This design comes from an exercise in tuning for small area, a short achievable clock period and few clock cycles per item on the open sky130 flow, not from production work.
Function was checked by simulation only, so behaviour that the tests miss may differ from the original.
Power and IR drop assume default switching activity.

<file path="flow/run.sh">
#!/bin/bash
# synth_recipe.tcl (not shown) runs the flow's synth.tcl, then flattens the netlist and writes it again
# the make line also repeats each setting of config.mk as NAME=value (left out here)
make -C /OpenROAD-flow-scripts/flow DESIGN_CONFIG=/design/flow/config.mk WORK_HOME=/design/flow/orfs CLKGATE_MAP_FILE= SYNTH_SCRIPT=/design/flow/synth_recipe.tcl finish
</file>
<file path="flow/config.mk">
export PLATFORM = sky130hd
export DESIGN_NAME = sorted_interval_table
export DESIGN_NICKNAME = sorted_interval_table
export VERILOG_FILES = /design/flow/design.v
export SDC_FILE = /design/flow/constraint.sdc
export NUM_CORES = 4
export LEC_CHECK = 0
export CAP_MARGIN = 20
export CORE_MARGIN = 2
export CORE_UTILIZATION = 40
export SLEW_MARGIN = 20
</file>
<file path="flow/constraint.sdc">
create_clock -name core_clock -period 5.0 [get_ports {clk}]
set_input_delay 1.0000 -clock core_clock [delete_from_list [all_inputs] [get_ports {clk}]]
set_output_delay 1.0000 -clock core_clock [all_outputs]
set_load 0.01 [all_outputs]
</file>
<file path="flow/design.v">
package sit_pkg;
	localparam int CAPACITY = 32;
	localparam int IDX_W    = $clog2(CAPACITY);
	localparam int CNT_W    = $clog2(CAPACITY + 1);
	localparam int CMP_W    = CNT_W + 1;
	localparam int TIME_W     = 11;
	localparam int ROOM_W     = 8;
	localparam int KIND_W     = 2;
	localparam int STATUS_W   = 3;
	localparam int OUT_IDX_W  = 5;
	localparam int CFG_W      = 11;
	localparam int CFG_ADDR_W = 1;
	localparam int ENTRY_W   = 2 * TIME_W + ROOM_W;
	localparam int RES_W     = STATUS_W + OUT_IDX_W + TIME_W + ROOM_W;
	localparam int S_TDATA_W = ((ENTRY_W + 7) / 8) * 8;
	localparam int M_TDATA_W = ((RES_W + 7) / 8) * 8;
	localparam logic [TIME_W-1:0] DAY_BEGIN_RST = TIME_W'(0);
	localparam logic [TIME_W-1:0] DAY_END_RST   = TIME_W'(1440);
	localparam logic [CFG_ADDR_W-1:0] REG_DAY_BEGIN = CFG_ADDR_W'(0);
	localparam logic [CFG_ADDR_W-1:0] REG_DAY_END   = CFG_ADDR_W'(1);
	typedef enum logic [KIND_W-1:0] {
		KIND_INSERT = 2'd0,
		KIND_REMOVE = 2'd1,
		KIND_FIND   = 2'd2
	} kind_t;
	typedef enum logic [STATUS_W-1:0] {
		STAT_OK       = 3'd0,
		STAT_RANGE    = 3'd1,
		STAT_FULL     = 3'd2,
		STAT_EMPTY    = 3'd3,
		STAT_NOTFOUND = 3'd4
	} status_t;
	typedef struct packed {
		logic [ROOM_W-1:0] room;
		logic [TIME_W-1:0] fin;
		logic [TIME_W-1:0] bgn;
	} entry_t;
	typedef struct packed {
		logic [ROOM_W-1:0]    room;
		logic [TIME_W-1:0]    fin;
		logic [OUT_IDX_W-1:0] idx;
		status_t              status;
	} result_t;
endpackage
module sit_ram #(
	parameter int WIDTH = 8,
	parameter int DEPTH = 32
) (
	input  logic                     clk,
	input  logic                     we,
	input  logic [$clog2(DEPTH)-1:0] waddr,
	input  logic [WIDTH-1:0]         wdata,
	input  logic [$clog2(DEPTH)-1:0] raddr,
	output logic [WIDTH-1:0]         rdata
);
	logic [WIDTH-1:0] mem [DEPTH];
	always_ff @(posedge clk) begin
		if (we) begin
			mem[waddr] <= wdata;
		end
		rdata <= mem[raddr];
	end
endmodule
import sit_pkg::*;
module sorted_interval_table (
	input  logic                  clk,
	input  logic                  arst_n,
	input  logic                  cfg_we,
	input  logic [sit_pkg::CFG_ADDR_W-1:0] cfg_addr,
	input  logic [sit_pkg::CFG_W-1:0]      cfg_wdata,
	input  logic                  s_tvalid,
	output logic                  s_tready,
	input  logic [sit_pkg::S_TDATA_W-1:0]  s_tdata,    
	input  logic [sit_pkg::KIND_W-1:0]     s_tuser,    
	output logic                  m_tvalid,
	input  logic                  m_tready,
	output logic [sit_pkg::M_TDATA_W-1:0]  m_tdata     
);
	logic [TIME_W-1:0]   day_begin_q;
	logic [TIME_W-1:0]   day_end_q;
	logic [CAPACITY-1:0] vld_q;
	logic [TIME_W-1:0]   bgn_q  [CAPACITY];
	logic [TIME_W-1:0]   fin_q  [CAPACITY];
	logic [ROOM_W-1:0]   room_q [CAPACITY];
	logic                s1_v_q;
	logic [STATUS_W-1:0] s1_status_q;
	logic                s1_fok_q;
	logic [TIME_W-1:0]   s1_fin_q;
	logic [ROOM_W-1:0]   s1_room_q;
	logic [CAPACITY-1:0] s1_lt_q;
	logic                out_v_q;
	logic [STATUS_W-1:0] out_status_q;
	logic [OUT_IDX_W-1:0] out_idx_q;
	logic [TIME_W-1:0]   out_fin_q;
	logic [ROOM_W-1:0]   out_room_q;
	sit_pkg::entry_t     in_e;
	logic                adv;
	logic                accept;
	logic                is_ins;
	logic                is_rm;
	logic                is_find;
	logic                bad_ins;
	logic                full;
	logic                empty;
	logic                found;
	logic [CAPACITY-1:0] eq;
	logic [CAPACITY-1:0] lt;
	logic [CAPACITY-1:0] free_pre;    
	logic [CAPACITY-1:0] first_free;
	logic [STATUS_W-1:0] status;
	logic [TIME_W-1:0]   rd_fin;
	logic [ROOM_W-1:0]   rd_room;
	logic [OUT_IDX_W:0]  idx;
	assign in_e    = sit_pkg::entry_t'(s_tdata[ENTRY_W-1:0]);
	assign adv     = !out_v_q || m_tready;
	assign s_tready = adv;
	assign accept  = s_tvalid && adv;
	assign is_ins  = (s_tuser == KIND_INSERT);
	assign is_rm   = (s_tuser == KIND_REMOVE);
	assign is_find = (s_tuser == KIND_FIND);
	assign bad_ins = (in_e.bgn < day_begin_q) || (in_e.fin > day_end_q)
		|| (in_e.bgn >= in_e.fin);
	assign full    = &vld_q;
	assign empty   = !(|vld_q);
	always_comb begin
		for (int i = 0; i < CAPACITY; i++) begin
			eq[i] = vld_q[i] && (bgn_q[i] == in_e.bgn);
			lt[i] = vld_q[i] && (bgn_q[i] < in_e.bgn);
		end
	end
	assign found = |eq;
	always_comb begin
		free_pre[0] = 1'b1;
		for (int i = 1; i < CAPACITY; i++) begin
			free_pre[i] = free_pre[i-1] && vld_q[i-1];
		end
		first_free = free_pre & ~vld_q;
	end
	always_comb begin
		rd_fin  = '0;
		rd_room = '0;
		for (int i = 0; i < CAPACITY; i++) begin
			rd_fin  = rd_fin  | (fin_q[i]  & {TIME_W{eq[i]}});
			rd_room = rd_room | (room_q[i] & {ROOM_W{eq[i]}});
		end
	end
	always_comb begin
		unique case (s_tuser)
			KIND_INSERT: status = bad_ins ? STAT_RANGE : (full ? STAT_FULL : STAT_OK);
			KIND_REMOVE: status = empty ? STAT_EMPTY : (found ? STAT_OK : STAT_NOTFOUND);
			KIND_FIND:   status = found ? STAT_OK : STAT_NOTFOUND;
			default:     status = STAT_RANGE;
		endcase
	end
	always_ff @(posedge clk) begin
		for (int i = 0; i < CAPACITY; i++) begin
			if (!vld_q[i]) begin
				bgn_q[i]  <= in_e.bgn;
				fin_q[i]  <= in_e.fin;
				room_q[i] <= in_e.room;
			end
		end
	end
	always_ff @(posedge clk or negedge arst_n) begin
		if (!arst_n) begin
			day_begin_q <= DAY_BEGIN_RST;
			day_end_q   <= DAY_END_RST;
			vld_q       <= '0;
			s1_v_q      <= 1'b0;
			out_v_q     <= 1'b0;
		end else begin
			if (cfg_we) begin
				if (cfg_addr == REG_DAY_BEGIN) begin
					day_begin_q <= cfg_wdata;
				end else begin
					day_end_q <= cfg_wdata;
				end
			end
			if (accept) begin
				if (is_ins && !bad_ins) begin
					vld_q <= vld_q | first_free;
				end else if (is_rm) begin
					vld_q <= vld_q & ~eq;
				end
			end
			if (adv) begin
				s1_v_q  <= s_tvalid;
				out_v_q <= s1_v_q;
			end
		end
	end
	always_ff @(posedge clk) begin
		if (adv) begin
			s1_status_q <= status;
			s1_fok_q    <= is_find && found;
			s1_fin_q    <= is_find ? rd_fin : '0;
			s1_room_q   <= is_find ? rd_room : '0;
			s1_lt_q     <= lt;
		end
	end
	logic [1:0] pc1 [16];
	logic [2:0] pc2 [8];
	logic [3:0] pc3 [4];
	logic [4:0] pc4 [2];
	always_comb begin
		for (int i = 0; i < 16; i++) pc1[i] = {1'b0, s1_lt_q[2*i]} + {1'b0, s1_lt_q[2*i+1]};
		for (int i = 0; i < 8; i++)  pc2[i] = {1'b0, pc1[2*i]} + {1'b0, pc1[2*i+1]};
		for (int i = 0; i < 4; i++)  pc3[i] = {1'b0, pc2[2*i]} + {1'b0, pc2[2*i+1]};
		for (int i = 0; i < 2; i++)  pc4[i] = {1'b0, pc3[2*i]} + {1'b0, pc3[2*i+1]};
		idx = {1'b0, pc4[0]} + {1'b0, pc4[1]};
	end
	always_ff @(posedge clk) begin
		if (adv) begin
			out_status_q <= s1_status_q;
			out_idx_q    <= s1_fok_q ? idx[OUT_IDX_W-1:0] : '0;
			out_fin_q    <= s1_fin_q;
			out_room_q   <= s1_room_q;
		end
	end
	assign m_tvalid = out_v_q;
	assign m_tdata  = M_TDATA_W'({out_room_q, out_fin_q, out_idx_q, out_status_q});
endmodule
</file>
==> metrics.md <==
| Metric | Value |
|---|---|
| # IOs | 85 |
| Clock Sinks | 1098 |
| CP arrival | approximately 5.3 ns |
| Die Wd | about 350 um |
| R2R setup slack | 0.18 ns |
| Crit end category | register |
| Avg Cell Area, Syn | 15.8 um^2 |
| Syn Inst Count | around 3000 |
| CP Launch Type | register |
| Routed WL per cell | roughly 29 um |
| RSZ-0062 raised after global routing | no |
| FP Rows | 125 |
| Initial antenna violation count | 7 |
| Die span in y | ~350 um |
| Number of H-tree levels | 3 |
| Mapped cell area | roughly 0.047 mm^2 |
| Seq/Total Area, Yosys | 0.696 |
| Yosys top cell area share | 0.666 |
| Layout cells sized above 1 | 0.125 |
| Commonest non-fill, non-tap cells in the layout | edfxtp_1 (1042), ha_1 (391), buf_4 (131) |
| Most common cell after layout, fill and taps aside | edfxtp_1 |
| Status | timing/DRC/antenna clean |
| Synth area leaders | edfxtp_1 (67%), ha_1 (10%), dfrtp_1 (2.8%), a221oi_1 (2.1%), a22o_1 (2.1%) |
| Grt ovf | 0 |
| Critical Path RT | about 5.4 ns |
| Worst Max-Slew Pin Slew | around 1.2 ns |
| Clk_skew | 0.0304 ns |
| Overall routing resource usage | 0.235 |
| Max-Cap Viols | 0 |
| HP Class | input port to async pin |
| Via count | between 20000 and 30000 |
| Netlist cell types | 57 |
| Placed cells | 4655 |
| Period minus WS final | 4.82 ns |
| Final period util | 0.965 |
| Critical path type | register to register |
| CTS tree | yes |
| Area Growth Syn to Fin | 16.2% |
| Number of synthesized flops with an enable pin | about 1000 |
| # hold bufs at CTS | 0 |
| Fin util | 0.469 |
| Total CTS buffers | 110 |
| CTS root buf | clkbuf_16 |
| Setup-failing EPs final | 0 |
| DRT Wirelength | between 100 and 150 mm |
| Clock-pin slew on the worst setup and hold paths | around 0.060 ns |
| Slew Viols, Final | 0 |
| First-pass GRT wire length | 202 mm |
| Initial Util | 0.404 |
| Latest clock arrival within the worst-skew pair | 0.71 ns |
| Initial drt markers | 3404 |
| P per Cell Area | roughly 400 mW/mm^2 |
| Syn. warnings | 8 |
| Pre-antenna DRT Iters | 7 |
| Hpwl dp | 82.5 mm |
| Via-per-instance ratio | just under 6 |
| Total core area | between 0.1 and 0.15 mm^2 |
| Setup_tns | 0 ns |
| Worst slew margin | 0.215 |
| Yosys reg bits | 1098 |
| Final Hold Fails | 0 |
| Fraction of registers with async set/reset | 0.0510 |
| Layout Nets | ~3700 |
| Finished Layout Cells | between 4000 and 5000 |
| Vias in the first global route | roughly 28000 |
| Die area | 0.120 mm^2 |
| I/O Buffers | 77 |
| Largest net degree at the start of global routing | 41 |
| CP max FO | 2 |
| Maximum VDD drop | 0.333 mV |
| F_max | around 210 MHz |
| Gpl congestion | roughly 0.84 |
| DRC Markers | 0 |
| Pleak | a little over 0.02 uW |
| Main synth FF type | edfxtp_1 |
| Routed Antenna Nets | 0 |
| Clk buf depth | 3 |
| Cell accounting for the most synthesized area | edfxtp_1 |
==> cells by family after synthesis <==
family,after synthesis,share of synthesized area
AO/OA/AOI/OAI,723,0.110
XOR/XNOR,3,0.000559
adder cells (fa/ha/maj),415,0.114
buffers and inverters,246,0.0201
flip-flops,1098,0.696
multiplexers,12,0.00288
other,1,0.0000798
AND/OR/NAND/NOR,471,0.0556
==> Yosys cell counts (37+ instances only) <==
| library cell | n |
|---|---|
| edfxtp_1 | 1042 |
| ha_1 | 391 |
| inv_1 | 167 |
| o21ai_0 | 121 |
| a221oi_1 | 114 |
| a22o_1 | 112 |
| a21oi_1 | 108 |
| nand2_1 | 95 |
| nand4_1 | 90 |
| a22oi_1 | 81 |
| clkbuf_1 | 63 |
| dfrtp_1 | 52 |
| nand3_1 | 48 |
| nor4_1 | 45 |
| nor2b_1 | 41 |
| a21o_1 | 37 |
==> report_power, final <==
group | switching, uW | total (uW) | internal (uW)
Combinational | 1570 | 2680 | 1110
Clock | 3570 | 8430 | 4860
Sequential | 175 | 10900 | 10700
==> worst max-delay path: stages (launching register included) <==
cell,delay [ns]
edfxtp_1,0.39
fa_1,0.55
inv_1,0.05
fa_1,0.59
fa_1,0.46
fa_1,0.45
fa_1,0.51
fa_1,0.41
inv_1,0.07
ha_1,0.16
inv_1,0.06
fa_2,0.35
inv_1,0.06
a21o_1,0.12
a21oi_2,0.06
xnor2_1,0.11
and2_1,0.15
==> sequential cells by signal, summed over array words and instances, names as in the netlist <==
name,count
out_status_q,3
room_q,256
vld_q,32
out_fin_q,11
out_v_q,1
s1_fok_q,1
s1_lt_q,32
s1_v_q,1
bgn_q,352
day_begin_q,11
s1_room_q,8
day_end_q,11
s1_fin_q,11
out_room_q,8
s1_status_q,3
fin_q,352
out_idx_q,5
==> metrics by stage <==
step	area (um^2)	hold slack, ns	power, uW	setup WS, ns
after floorplan	47000	0.400	12700	0.247
after global placement	50900	0.401	13600	0.0674
after detailed placement	50900	0.405	13700	0.0445
after CTS	54600	0.197	22000	0.0289
after global routing	54600	0.223	22800	0.00215
final	54600	0.209	22000	0.176
==> final timing paths <==
path,from,to,depth (start not counted)
min in group core_clock,s1_fin_q[7],out_fin_q[7],0
max reg2reg,s1_lt_q[0],out_idx_q[4],16
max,s1_lt_q[0],out_idx_q[4],16
max in group asynchronous,arst_n,vld_q[19],2
min reg2reg,s1_fin_q[7],out_fin_q[7],0
min,arst_n,day_begin_q[2],1
==> layout make-up <==
class / instances / area, um^2
clock inverter: 65 / 711
tap: 1524 / 1910
multi-input combinational: 1629 / 13400
inverter: 167 / 627
sequential: 1098 / 32700
timing repair buffer: 237 / 2280
fill: 10100 / 61800
antenna: 6 / 15.0
clock buffer: 141 / 2950
==> layer usage <==
metal,part of all wire,track usage
met4,0.036,0.0886
met2,0.47,0.387
met5,0.00025,0
met1,0.40,0.308
met3,0.092,0.0469
==> what timing repair did <==
action,CTS,global route
buffers inserted,0,0
setup endpoints to repair,0,1
resized for setup,0,2
Testbench counts, summed over its fixed seeds: cycles 4,816, items 4,800.

-- what the ideal ports hide --
No port has a modelled driver above. Below, the same layout with a new extraction and two added sets of constraints. Step 1 sets driving cells, clkbuf_16 on the clock port and buf_2 on the other inputs (assumed; they add their load-dependent delay and slew). Step 2 moves the port delays by t, midway between the first and last clock arrival at a register: inputs arrive t later, outputs are due t later. That takes back most of the time a late clock gives input paths. a / b / c = ideal / step 1 / step 2; a / b = the first two.
t (ns): 0.766
slack for setup (ns): 0.176 / 0.176 / 0.176
pins driven straight from the clock port: 1
After both steps setup and hold are still met in this run. For this run, drivers alone change the setup slack by 0.000 ns; drivers and shift together by 0.000 ns.
